Context: an optimization exercise on an open-source flow, tuned for small area and a short achievable clock period. The choices shown serve that exercise and are no tape-out recipe. At most, simulation tests tie the RTL to the original design; equivalence was not proved.

==> v27: inputs <==
Design fft_butterfly_pipe, start of the top module:
module fft_butterfly_pipe (
  input  logic        clk,
  input  logic        rst,
  input  logic        in_valid,
  input  logic [3:0]  rd_addrA,
  input  logic [3:0]  rd_addrB,
  input  logic [2:0]  twiddle_idx,
  input  logic [3:0]  stage,
  input  logic        bank_sel,
  input  logic        agu_done,
  input  logic [31:0] rd_dataA,
  input  logic [31:0] rd_dataB,
  output logic [2:0]  tw_addr,
  input  logic [31:0] tw_data,
  output logic        wr_en,
  output logic        wr_bank,
  output logic [3:0]  wr_addrA,
  output logic [3:0]  wr_addrB,
  output logic [31:0] wr_dataA,
  output logic [31:0] wr_dataB,
  output logic        drained,
  output logic        done_out,
  output logic        hazard_err
);
  logic        v1_q, v2_q, v3_q;
  logic [3:0]  stage_q;                           
  logic [8:0]  meta1_q, meta2_q, meta3_q, meta4_q;   
  logic [31:0] a2_q, nb2_q, a3_q;
  logic [7:0]  one_n_re, two_n_re, neg_re, one_n_im, two_n_im, neg_im;
  logic [7:0]  one_n2_re, two_n2_re, neg2_re, one_n2_im, two_n2_im, neg2_im, neg_n2_im;
  logic [22:0] x_re, y_re, x_im, y_im, x3_re, y3_re, x3_im, y3_im;
  logic        c_re, c_im, c3_re, c3_im;
  logic        wrap1, wrap2_q, wrap3_q;
  logic        agu_q, pending_done;
  logic        busy, agu_rise, drained_next, hazard_c;
  logic [17:0] a3_re, a3_im;
  logic [5:0]  lo_re, lo_im;
  logic [17:0] za_re, za_im, zb_re, zb_im;
  logic [15:0] ra_re, ra_im, rb_re, rb_im;
  always_comb begin
    case (stage)
      4'd1:    tw_addr = {twiddle_idx[0], 2'b00};
      4'd2:    tw_addr = {twiddle_idx[1:0], 1'b0};
      4'd3:    tw_addr = twiddle_idx;
      default: tw_addr = 3'd0;
    endcase
  end
  always_comb begin
    busy         = v1_q | v2_q | v3_q | wr_en;
    hazard_c     = in_valid & busy & (stage != stage_q);
    agu_rise     = agu_done & ~agu_q;
    drained_next = ~(in_valid | v1_q | v2_q | v3_q);
  ...
Settings: LEC_CHECK=0, CAP_MARGIN=20, CORE_MARGIN=2, CORE_UTILIZATION=40, CTS_BUF_LIST=sky130_fd_sc_hd__clkbuf_8 sky130_fd_sc_hd__clkbuf_16, CTS_CLUSTER_DIAMETER=80, CTS_CLUSTER_SIZE=24, SLEW_MARGIN=20, SYNTH_HIERARCHICAL=1; clock period 10.0 ns.
standard.sh (not shown) runs the stock make flow with config.mk's settings and CLKGATE_MAP_FILE= SYNTH_SCRIPT=/design/flow/synth_recipe.tcl, a recipe that flattens the netlist after the stock synthesis.
==> flow/flow/run.sh <==
#!/bin/bash
set -euo pipefail
export BUFFER_PORTS_ARGS="-buffer_cell sky130_fd_sc_hd__buf_1"
export SETUP_SLACK_MARGIN=5.5
bash standard.sh > standard.log 2>&1
==> inputs of v33, as changes to v27 <==
==> flow/flow/run.sh (replaced) <==
#!/bin/bash
set -euo pipefail
export BUFFER_PORTS_ARGS="-buffer_cell sky130_fd_sc_hd__buf_1"
export SETUP_SLACK_MARGIN=5.5
export CTS_ARGS="-sink_clustering_enable -repair_clock_nets -sink_clustering_size 30 -sink_clustering_max_diameter 100 -buf_list {sky130_fd_sc_hd__clkbuf_8 sky130_fd_sc_hd__clkbuf_16} -dont_use_dummy_load"
bash standard.sh > standard.log 2>&1
==> flow/config.mk (replaced) <==
export PLATFORM = sky130hd
export DESIGN_NAME = fft_butterfly_pipe
export DESIGN_NICKNAME = fft_butterfly_pipe
export VERILOG_FILES = /design/flow/design.v
export SDC_FILE = /design/flow/constraint.sdc
export NUM_CORES = 4
export LEC_CHECK = 0
export CAP_MARGIN = 20
export CORE_MARGIN = 2
export CORE_UTILIZATION = 55
export SLEW_MARGIN = 20
export SYNTH_HIERARCHICAL = 1
==> inputs of v30, as changes to v27 <==
--- a/flow/design.v
+++ b/flow/design.v
@@ -19,21 +19,21 @@
   input  logic [15:0] nb_im,       
   input  logic [7:0]  w_re_one_n,  
   input  logic [7:0]  w_re_two_n,  
   input  logic [7:0]  w_re_neg,    
   input  logic [7:0]  w_im_one_n,
   input  logic [7:0]  w_im_two_n,
   input  logic [7:0]  w_im_neg,
   input  logic [7:0]  w_im_neg_n,  
-  output logic [22:0] x_re,
-  output logic [22:0] y_re,
+  output logic [20:0] x_re,
+  output logic [20:0] y_re,
   output logic        c_re,
-  output logic [22:0] x_im,
-  output logic [22:0] y_im,
+  output logic [20:0] x_im,
+  output logic [20:0] y_im,
   output logic        c_im
 );
   logic [232:0] re_s, re_c;
   logic [21:0] re_hs, re_hc;
   logic [239:0] re_pp;
   fft_bsel u_re_pp0 (.one_n(w_re_one_n[0]), .two_n(w_re_two_n[0]), .neg(w_re_neg[0]), .b1_n(nb_re[1]), .b0_n(nb_re[0]), .e(re_pp[0]));
   fft_bsel u_re_pp1 (.one_n(w_re_one_n[0]), .two_n(w_re_two_n[0]), .neg(w_re_neg[0]), .b1_n(nb_re[2]), .b0_n(nb_re[1]), .e(re_pp[1]));
   fft_bsel u_re_pp2 (.one_n(w_re_one_n[0]), .two_n(w_re_two_n[0]), .neg(w_re_neg[0]), .b1_n(nb_re[3]), .b0_n(nb_re[2]), .e(re_pp[2]));
@@ -533,21 +533,21 @@
   fft_fa u_re_fa228 (.a(~(~((w_im_one_n[6] & w_im_two_n[6]) | nb_im[15]) ^ w_im_neg_n[6])), .b(re_pp[238]), .c(re_c[223]), .s(re_s[228]), .co(re_c[228]));
   fft_fa u_re_fa229 (.a(re_s[227]), .b(re_c[224]), .c(re_s[228]), .s(re_s[229]), .co(re_c[229]));
   fft_ha u_re_ha20 (.a(re_c[225]), .b(re_s[229]), .s(re_hs[20]), .co(re_hc[20]));
   fft_fa u_re_fa230 (.a(re_pp[119]), .b(re_pp[239]), .c(re_c[227]), .s(re_s[230]), .co(re_c[230]));
   fft_fa u_re_fa231 (.a(re_c[228]), .b(re_s[230]), .c(re_c[229]), .s(re_s[231]), .co(re_c[231]));
   assign re_s[232] = ~(~(~((w_re_one_n[7] & w_re_two_n[7]) | nb_re[15]) ^ w_re_neg[7]) ^ ~(~((w_im_one_n[7] & w_im_two_n[7]) | nb_im[15]) ^ w_im_neg_n[7]));
   assign re_c[232] = ~(~((w_re_one_n[7] & w_re_two_n[7]) | nb_re[15]) ^ w_re_neg[7]) | ~(~((w_im_one_n[7] & w_im_two_n[7]) | nb_im[15]) ^ w_im_neg_n[7]);
   fft_ha u_re_ha21 (.a(re_s[232]), .b(re_c[230]), .s(re_hs[21]), .co(re_hc[21]));
-  logic [10:0] re_lsum;
-  assign re_lsum = {1'b0, re_hc[7], re_s[32], re_s[24], re_hc[4], re_s[12], re_hs[3], re_s[4], re_s[2], re_hs[0], (~(w_im_one_n[0] | nb_im[0]) ^ w_im_neg_n[0])} + {1'b0, re_hs[8], re_hs[7], re_hs[6], re_hs[5], re_hs[4], re_s[8], re_hs[2], re_hs[1], re_c[0], re_s[0]};
-  assign x_re = {1'b1, re_c[232], re_hs[21], re_hc[20], re_hs[20], re_hc[19], re_hs[19], re_hc[18], re_hs[18], re_hc[17], re_hs[17], re_hc[16], re_hs[16], re_hc[15], re_hs[15], re_hc[14], re_hc[13], re_c[99], re_hc[12], re_hc[11], re_hc[10], re_hc[9], re_s[50]};
-  assign y_re = {1'b0, re_hc[21], re_c[231], re_s[231], re_c[226], re_s[226], re_c[217], re_s[217], re_c[204], re_s[204], re_c[187], re_s[187], re_c[166], re_s[166], re_c[141], re_s[141], re_hs[14], re_hs[13], re_s[99], re_hs[12], re_hs[11], re_hs[10], re_hs[9]};
-  assign c_re = re_lsum[10];
+  logic [12:0] re_lsum;
+  assign re_lsum = {1'b0, re_hc[9], re_s[50], re_hc[7], re_s[32], re_s[24], re_hc[4], re_s[12], re_hs[3], re_s[4], re_s[2], re_hs[0], (~(w_im_one_n[0] | nb_im[0]) ^ w_im_neg_n[0])} + {1'b0, re_hs[10], re_hs[9], re_hs[8], re_hs[7], re_hs[6], re_hs[5], re_hs[4], re_s[8], re_hs[2], re_hs[1], re_c[0], re_s[0]};
+  assign x_re = {1'b1, re_c[232], re_hs[21], re_hc[20], re_hs[20], re_hc[19], re_hs[19], re_hc[18], re_hs[18], re_hc[17], re_hs[17], re_hc[16], re_hs[16], re_hc[15], re_hs[15], re_hc[14], re_hc[13], re_c[99], re_hc[12], re_hc[11], re_hc[10]};
+  assign y_re = {1'b0, re_hc[21], re_c[231], re_s[231], re_c[226], re_s[226], re_c[217], re_s[217], re_c[204], re_s[204], re_c[187], re_s[187], re_c[166], re_s[166], re_c[141], re_s[141], re_hs[14], re_hs[13], re_s[99], re_hs[12], re_hs[11]};
+  assign c_re = re_lsum[12];
   logic [232:0] im_s, im_c;
   logic [21:0] im_hs, im_hc;
   logic [239:0] im_pp;
   fft_bsel u_im_pp0 (.one_n(w_im_one_n[0]), .two_n(w_im_two_n[0]), .neg(w_im_neg[0]), .b1_n(nb_re[1]), .b0_n(nb_re[0]), .e(im_pp[0]));
   fft_bsel u_im_pp1 (.one_n(w_im_one_n[0]), .two_n(w_im_two_n[0]), .neg(w_im_neg[0]), .b1_n(nb_re[2]), .b0_n(nb_re[1]), .e(im_pp[1]));
   fft_bsel u_im_pp2 (.one_n(w_im_one_n[0]), .two_n(w_im_two_n[0]), .neg(w_im_neg[0]), .b1_n(nb_re[3]), .b0_n(nb_re[2]), .e(im_pp[2]));
   fft_bsel u_im_pp3 (.one_n(w_im_one_n[0]), .two_n(w_im_two_n[0]), .neg(w_im_neg[0]), .b1_n(nb_re[4]), .b0_n(nb_re[3]), .e(im_pp[3]));
   fft_bsel u_im_pp4 (.one_n(w_im_one_n[0]), .two_n(w_im_two_n[0]), .neg(w_im_neg[0]), .b1_n(nb_re[5]), .b0_n(nb_re[4]), .e(im_pp[4]));
@@ -1045,21 +1045,21 @@
   fft_fa u_im_fa228 (.a(~(~((w_re_one_n[6] & w_re_two_n[6]) | nb_im[15]) ^ w_re_neg[6])), .b(im_pp[238]), .c(im_c[223]), .s(im_s[228]), .co(im_c[228]));
   fft_fa u_im_fa229 (.a(im_s[227]), .b(im_c[224]), .c(im_s[228]), .s(im_s[229]), .co(im_c[229]));
   fft_ha u_im_ha20 (.a(im_c[225]), .b(im_s[229]), .s(im_hs[20]), .co(im_hc[20]));
   fft_fa u_im_fa230 (.a(im_pp[119]), .b(im_pp[239]), .c(im_c[227]), .s(im_s[230]), .co(im_c[230]));
   fft_fa u_im_fa231 (.a(im_c[228]), .b(im_s[230]), .c(im_c[229]), .s(im_s[231]), .co(im_c[231]));
   assign im_s[232] = ~(~(~((w_im_one_n[7] & w_im_two_n[7]) | nb_re[15]) ^ w_im_neg[7]) ^ ~(~((w_re_one_n[7] & w_re_two_n[7]) | nb_im[15]) ^ w_re_neg[7]));
   assign im_c[232] = ~(~((w_im_one_n[7] & w_im_two_n[7]) | nb_re[15]) ^ w_im_neg[7]) | ~(~((w_re_one_n[7] & w_re_two_n[7]) | nb_im[15]) ^ w_re_neg[7]);
   fft_ha u_im_ha21 (.a(im_s[232]), .b(im_c[230]), .s(im_hs[21]), .co(im_hc[21]));
-  logic [10:0] im_lsum;
-  assign im_lsum = {1'b0, im_hc[7], im_s[32], im_s[24], im_hc[4], im_s[12], im_hs[3], im_s[4], im_s[2], im_hs[0], (~(w_re_one_n[0] | nb_im[0]) ^ w_re_neg[0])} + {1'b0, im_hs[8], im_hs[7], im_hs[6], im_hs[5], im_hs[4], im_s[8], im_hs[2], im_hs[1], im_c[0], im_s[0]};
-  assign x_im = {1'b1, im_c[232], im_hs[21], im_hc[20], im_hs[20], im_hc[19], im_hs[19], im_hc[18], im_hs[18], im_hc[17], im_hs[17], im_hc[16], im_hs[16], im_hc[15], im_hs[15], im_hc[14], im_hc[13], im_c[99], im_hc[12], im_hc[11], im_hc[10], im_hc[9], im_s[50]};
-  assign y_im = {1'b0, im_hc[21], im_c[231], im_s[231], im_c[226], im_s[226], im_c[217], im_s[217], im_c[204], im_s[204], im_c[187], im_s[187], im_c[166], im_s[166], im_c[141], im_s[141], im_hs[14], im_hs[13], im_s[99], im_hs[12], im_hs[11], im_hs[10], im_hs[9]};
-  assign c_im = im_lsum[10];
+  logic [12:0] im_lsum;
+  assign im_lsum = {1'b0, im_hc[9], im_s[50], im_hc[7], im_s[32], im_s[24], im_hc[4], im_s[12], im_hs[3], im_s[4], im_s[2], im_hs[0], (~(w_re_one_n[0] | nb_im[0]) ^ w_re_neg[0])} + {1'b0, im_hs[10], im_hs[9], im_hs[8], im_hs[7], im_hs[6], im_hs[5], im_hs[4], im_s[8], im_hs[2], im_hs[1], im_c[0], im_s[0]};
+  assign x_im = {1'b1, im_c[232], im_hs[21], im_hc[20], im_hs[20], im_hc[19], im_hs[19], im_hc[18], im_hs[18], im_hc[17], im_hs[17], im_hc[16], im_hs[16], im_hc[15], im_hs[15], im_hc[14], im_hc[13], im_c[99], im_hc[12], im_hc[11], im_hc[10]};
+  assign y_im = {1'b0, im_hc[21], im_c[231], im_s[231], im_c[226], im_s[226], im_c[217], im_s[217], im_c[204], im_s[204], im_c[187], im_s[187], im_c[166], im_s[166], im_c[141], im_s[141], im_hs[14], im_hs[13], im_s[99], im_hs[12], im_hs[11]};
+  assign c_im = im_lsum[12];
 endmodule
 module fft_fa (
   input  logic a,
   input  logic b,
   input  logic c,
   output logic s,
   output logic co
 );
@@ -1128,23 +1128,23 @@
   output logic        hazard_err
 );
   logic        v1_q, v2_q, v3_q;
   logic [3:0]  stage_q;                           
   logic [8:0]  meta1_q, meta2_q, meta3_q, meta4_q;   
   logic [31:0] a2_q, nb2_q, a3_q;
   logic [7:0]  one_n_re, two_n_re, neg_re, one_n_im, two_n_im, neg_im;
   logic [7:0]  one_n2_re, two_n2_re, neg2_re, one_n2_im, two_n2_im, neg2_im, neg_n2_im;
-  logic [22:0] x_re, y_re, x_im, y_im, x3_re, y3_re, x3_im, y3_im;
+  logic [20:0] x_re, y_re, x_im, y_im, x3_re, y3_re, x3_im, y3_im;
   logic        c_re, c_im, c3_re, c3_im;
   logic        wrap1, wrap2_q, wrap3_q;
   logic        agu_q, pending_done;
   logic        busy, agu_rise, drained_next, hazard_c;
   logic [17:0] a3_re, a3_im;
-  logic [5:0]  lo_re, lo_im;
+  logic [3:0]  lo_re, lo_im;
   logic [17:0] za_re, za_im, zb_re, zb_im;
   logic [15:0] ra_re, ra_im, rb_re, rb_im;
   always_comb begin
     case (stage)
       4'd1:    tw_addr = {twiddle_idx[0], 2'b00};
       4'd2:    tw_addr = {twiddle_idx[1:0], 1'b0};
       4'd3:    tw_addr = twiddle_idx;
       default: tw_addr = 3'd0;
@@ -1187,24 +1187,24 @@
     .w_im_neg_n (neg_n2_im),
     .x_re       (x_re),
     .y_re       (y_re),
     .c_re       (c_re),
     .x_im       (x_im),
     .y_im       (y_im),
     .c_im       (c_im)
   );
-  assign lo_re = {1'b0, x3_re[4:0]} + {1'b0, y3_re[4:0]} + {5'd0, c3_re};
-  assign lo_im = {1'b0, x3_im[4:0]} + {1'b0, y3_im[4:0]} + {5'd0, c3_im};
+  assign lo_re = {1'b0, x3_re[2:0]} + {1'b0, y3_re[2:0]} + {3'd0, c3_re};
+  assign lo_im = {1'b0, x3_im[2:0]} + {1'b0, y3_im[2:0]} + {3'd0, c3_im};
   assign a3_re = {{2{a3_q[31]}}, a3_q[31:16]};
   assign a3_im = {{2{a3_q[15]}}, a3_q[15:0]};
-  fft_add3 u_aa_re (.v(a3_re),  .x(x3_re[22:5]), .y(y3_re[22:5]), .c(lo_re[5]), .z(za_re));
-  fft_add3 u_aa_im (.v(a3_im),  .x(x3_im[22:5]), .y(y3_im[22:5]), .c(lo_im[5]), .z(za_im));
-  fft_add3 u_ab_re (.v(~a3_re), .x(x3_re[22:5]), .y(y3_re[22:5]), .c(lo_re[5]), .z(zb_re));
-  fft_add3 u_ab_im (.v(~a3_im), .x(x3_im[22:5]), .y(y3_im[22:5]), .c(lo_im[5]), .z(zb_im));
+  fft_add3 u_aa_re (.v(a3_re),  .x(x3_re[20:3]), .y(y3_re[20:3]), .c(lo_re[3]), .z(za_re));
+  fft_add3 u_aa_im (.v(a3_im),  .x(x3_im[20:3]), .y(y3_im[20:3]), .c(lo_im[3]), .z(za_im));
+  fft_add3 u_ab_re (.v(~a3_re), .x(x3_re[20:3]), .y(y3_re[20:3]), .c(lo_re[3]), .z(zb_re));
+  fft_add3 u_ab_im (.v(~a3_im), .x(x3_im[20:3]), .y(y3_im[20:3]), .c(lo_im[3]), .z(zb_im));
   always_comb begin
     ra_re = (za_re[17:15] == 3'b000 || za_re[17:15] == 3'b111) ? za_re[15:0] : {za_re[17], {15{~za_re[17]}}};
     ra_im = (za_im[17:15] == 3'b000 || za_im[17:15] == 3'b111) ? za_im[15:0] : {za_im[17], {15{~za_im[17]}}};
     rb_re = (zb_re[17:15] == 3'b000 || zb_re[17:15] == 3'b111) ? ~zb_re[15:0] : {~zb_re[17], {15{zb_re[17]}}};
     rb_im = (zb_im[17:15] == 3'b000 || zb_im[17:15] == 3'b111) ? ~zb_im[15:0] : {~zb_im[17], {15{zb_im[17]}}};
     if (wrap3_q) begin
       ra_im = 16'h8000;
       rb_im = 16'h7fff;
==> flow/flow/run.sh (replaced) <==
#!/bin/bash
set -euo pipefail
export BUFFER_PORTS_ARGS="-buffer_cell sky130_fd_sc_hd__buf_1"
export SETUP_SLACK_MARGIN=5.5
export CTS_ARGS="-sink_clustering_enable -repair_clock_nets -sink_clustering_size 24 -sink_clustering_max_diameter 80 -buf_list {sky130_fd_sc_hd__clkbuf_8 sky130_fd_sc_hd__clkbuf_16} -dont_use_dummy_load"
bash standard.sh > standard.log 2>&1
==> flow/config.mk (replaced) <==
export PLATFORM = sky130hd
export DESIGN_NAME = fft_butterfly_pipe
export DESIGN_NICKNAME = fft_butterfly_pipe
export VERILOG_FILES = /design/flow/design.v
export SDC_FILE = /design/flow/constraint.sdc
export NUM_CORES = 4
export LEC_CHECK = 0
export CAP_MARGIN = 20
export CORE_MARGIN = 2
export CORE_UTILIZATION = 65
export SLEW_MARGIN = 20
export SYNTH_HIERARCHICAL = 1
==> inputs of v6, as changes to v27 <==
==> flow/flow/run.sh (replaced) <==
#!/bin/bash
set -euo pipefail
export BUFFER_PORTS_ARGS="-buffer_cell sky130_fd_sc_hd__buf_1"
export SETUP_SLACK_MARGIN=5.4
export CTS_ARGS="-sink_clustering_enable -repair_clock_nets -sink_clustering_size 30 -sink_clustering_max_diameter 100 -buf_list {sky130_fd_sc_hd__clkbuf_8 sky130_fd_sc_hd__clkbuf_16} -dont_use_dummy_load"
bash standard.sh > standard.log 2>&1
==> flow/config.mk (replaced) <==
export PLATFORM = sky130hd
export DESIGN_NAME = fft_butterfly_pipe
export DESIGN_NICKNAME = fft_butterfly_pipe
export VERILOG_FILES = /design/flow/design.v
export SDC_FILE = /design/flow/constraint.sdc
export NUM_CORES = 4
export LEC_CHECK = 0
export CAP_MARGIN = 20
export CORE_MARGIN = 2
export CORE_UTILIZATION = 55
export GPL_TIMING_DRIVEN = 0
export SLEW_MARGIN = 20
export SYNTH_HIERARCHICAL = 1
==> reports/qor.csv <==
metric;value;unit
post_cts_resized;47;
fin_hold_ws;308;ps
core-area;60200;sq um
ys_top_cells_by_area;fa_1 (31%), dfxtp_1 (21%), xor2_1 (14%), o22ai_1 (9.0%), ha_1 (5.9%);
status;timing/DRC/antenna clean;
clk_share;0.0134;
finalCritPeriodShare;0.463;
vias;26914;
crit_path_cell_trace;buf_8 -> mux2_4 -> nand2_2 -> a21boi_2 -> buf_2;
final_cell_mix;xor2_1 (550), fa_1 (520), o22ai_1 (484), dfxtp_1 (260), buf_1 (191);
synth-xor-area-share;0.163;
multi_input_area;24800;sq um
[end of results for v6]
==> reports/qor.csv <==
metric;value;unit
finalCritPeriodShare;0.462;
stdcell_count;4368;
wl;95100;um
core-area;83300;sq um
multi_input_area;24900;sq um
synth-xor-area-share;0.163;
async_reset_ff_frac;0.0222;
wl_per_cell;21.8;um
vias;25352;
status;timing/DRC/antenna clean;
worst_slew_pin_slew;1040;ps
crit_path_cell_trace;buf_8 -> mux2_4 -> nand2_2 -> a21boi_1 -> buf_2;
clk_pin_slew;80;ps
ys_top_cells_by_area;fa_1 (31%), dfxtp_1 (21%), xor2_1 (14%), o22ai_1 (9.0%), ha_1 (5.9%);
clk_share;0.0290;
[end of results for v27]
==> reports/qor.csv <==
metric;value;unit
post_cts_resized;54;
antenna_found_initial;0;
fin_hold_ws;315;ps
grt_pass1_vias;26739;
post-route-util;0.594;
clk_share;0.0133;
hp-class;register to register;
clock_skew;64.2;ps
clk_pin_slew;110;ps
layout.nets;4039;
status;timing/DRC/antenna clean;
ys_top_cells_by_area;fa_1 (31%), dfxtp_1 (21%), xor2_1 (14%), o22ai_1 (9.0%), ha_1 (5.9%);
multi_input_area;24900;sq um
finalCritPeriodShare;0.462;
vias;25923;
final_cell_mix;xor2_1 (546), fa_1 (520), o22ai_1 (484), dfxtp_1 (308), buf_1 (188);
core-area;60200;sq um
critPathBufInv;2;
synth-xor-area-share;0.163;
yosysSeqAreaShare;0.218;
crit_path_cell_trace;buf_8 -> mux2_4 -> nand2_2 -> a21boi_1 -> buf_2;
[end of results for v33]
==> reports/qor.csv <==
metric;value;unit
final_cell_mix;xor2_1 (548), fa_1 (520), o22ai_1 (481), dfxtp_1 (318), buf_1 (187);
finalCritPeriodShare;0.463;
drtIter0Drc;3427;
vias;26852;
grt_max_degree;38;
wl;106000;um
synth-simple-area-share;0.0539;
die_y;230;um
fin_hold_ws;325;ps
layout.nets;4057;
grtUsageMet3;0.0903;
core-area;50400;sq um
status;timing/DRC/antenna clean;
clk_share;0.0160;
post_cts_resized;84;
multi_input_area;24900;sq um
ys_top_cells_by_area;fa_1 (31%), dfxtp_1 (20%), xor2_1 (14%), o22ai_1 (9.1%), ha_1 (5.9%);
crit_path_cell_trace;buf_8 -> mux2_4 -> nand2_2 -> a21boi_2 -> buf_2;
cts_tree;done;
seq_cells;352;
synth-xor-area-share;0.164;
[end of results for v30]
No functional check of the RTL was part of v30.

separate check: timing with driven ports:
In the flow no input, the clock included, has a driving cell. The finished layouts below were timed again as built, in two steps.
Step 1 (the two cells are an assumption about what drives the block):
set clk [get_ports {clk}]
set_driving_cell -lib_cell sky130_fd_sc_hd__clkbuf_16 $clk
set_driving_cell -lib_cell sky130_fd_sc_hd__buf_2 [delete_from_list [all_inputs] $clk]
Step 2 times the ports against the registers' clock, not the clock port: input delays grow and output delays shrink by t, the midpoint of the rising clock arrivals with the driver on.
Three values: ideal, step 1, step 2; two values: the first two.
run	t (ns)	setup WS [ns]	worst setup path after step 2	latest minus earliest clock arrival (ns)
v27	0.686	5.377 / 5.327 / 5.327	input to output	0.035 / 0.035
v33	0.610	5.376 / 5.331 / 5.331	input to output	0.067 / 0.068
v30	0.633	5.367 / 5.324 / 5.324	input to output	0.087 / 0.087
v6	0.616	5.372 / 5.332 / 5.332	input to output	0.078 / 0.078
After both steps setup and hold are still met in every run listed. The setup slack of v27, which loses most, moves by -0.050 ns with the drivers and by -0.050 ns with both steps.
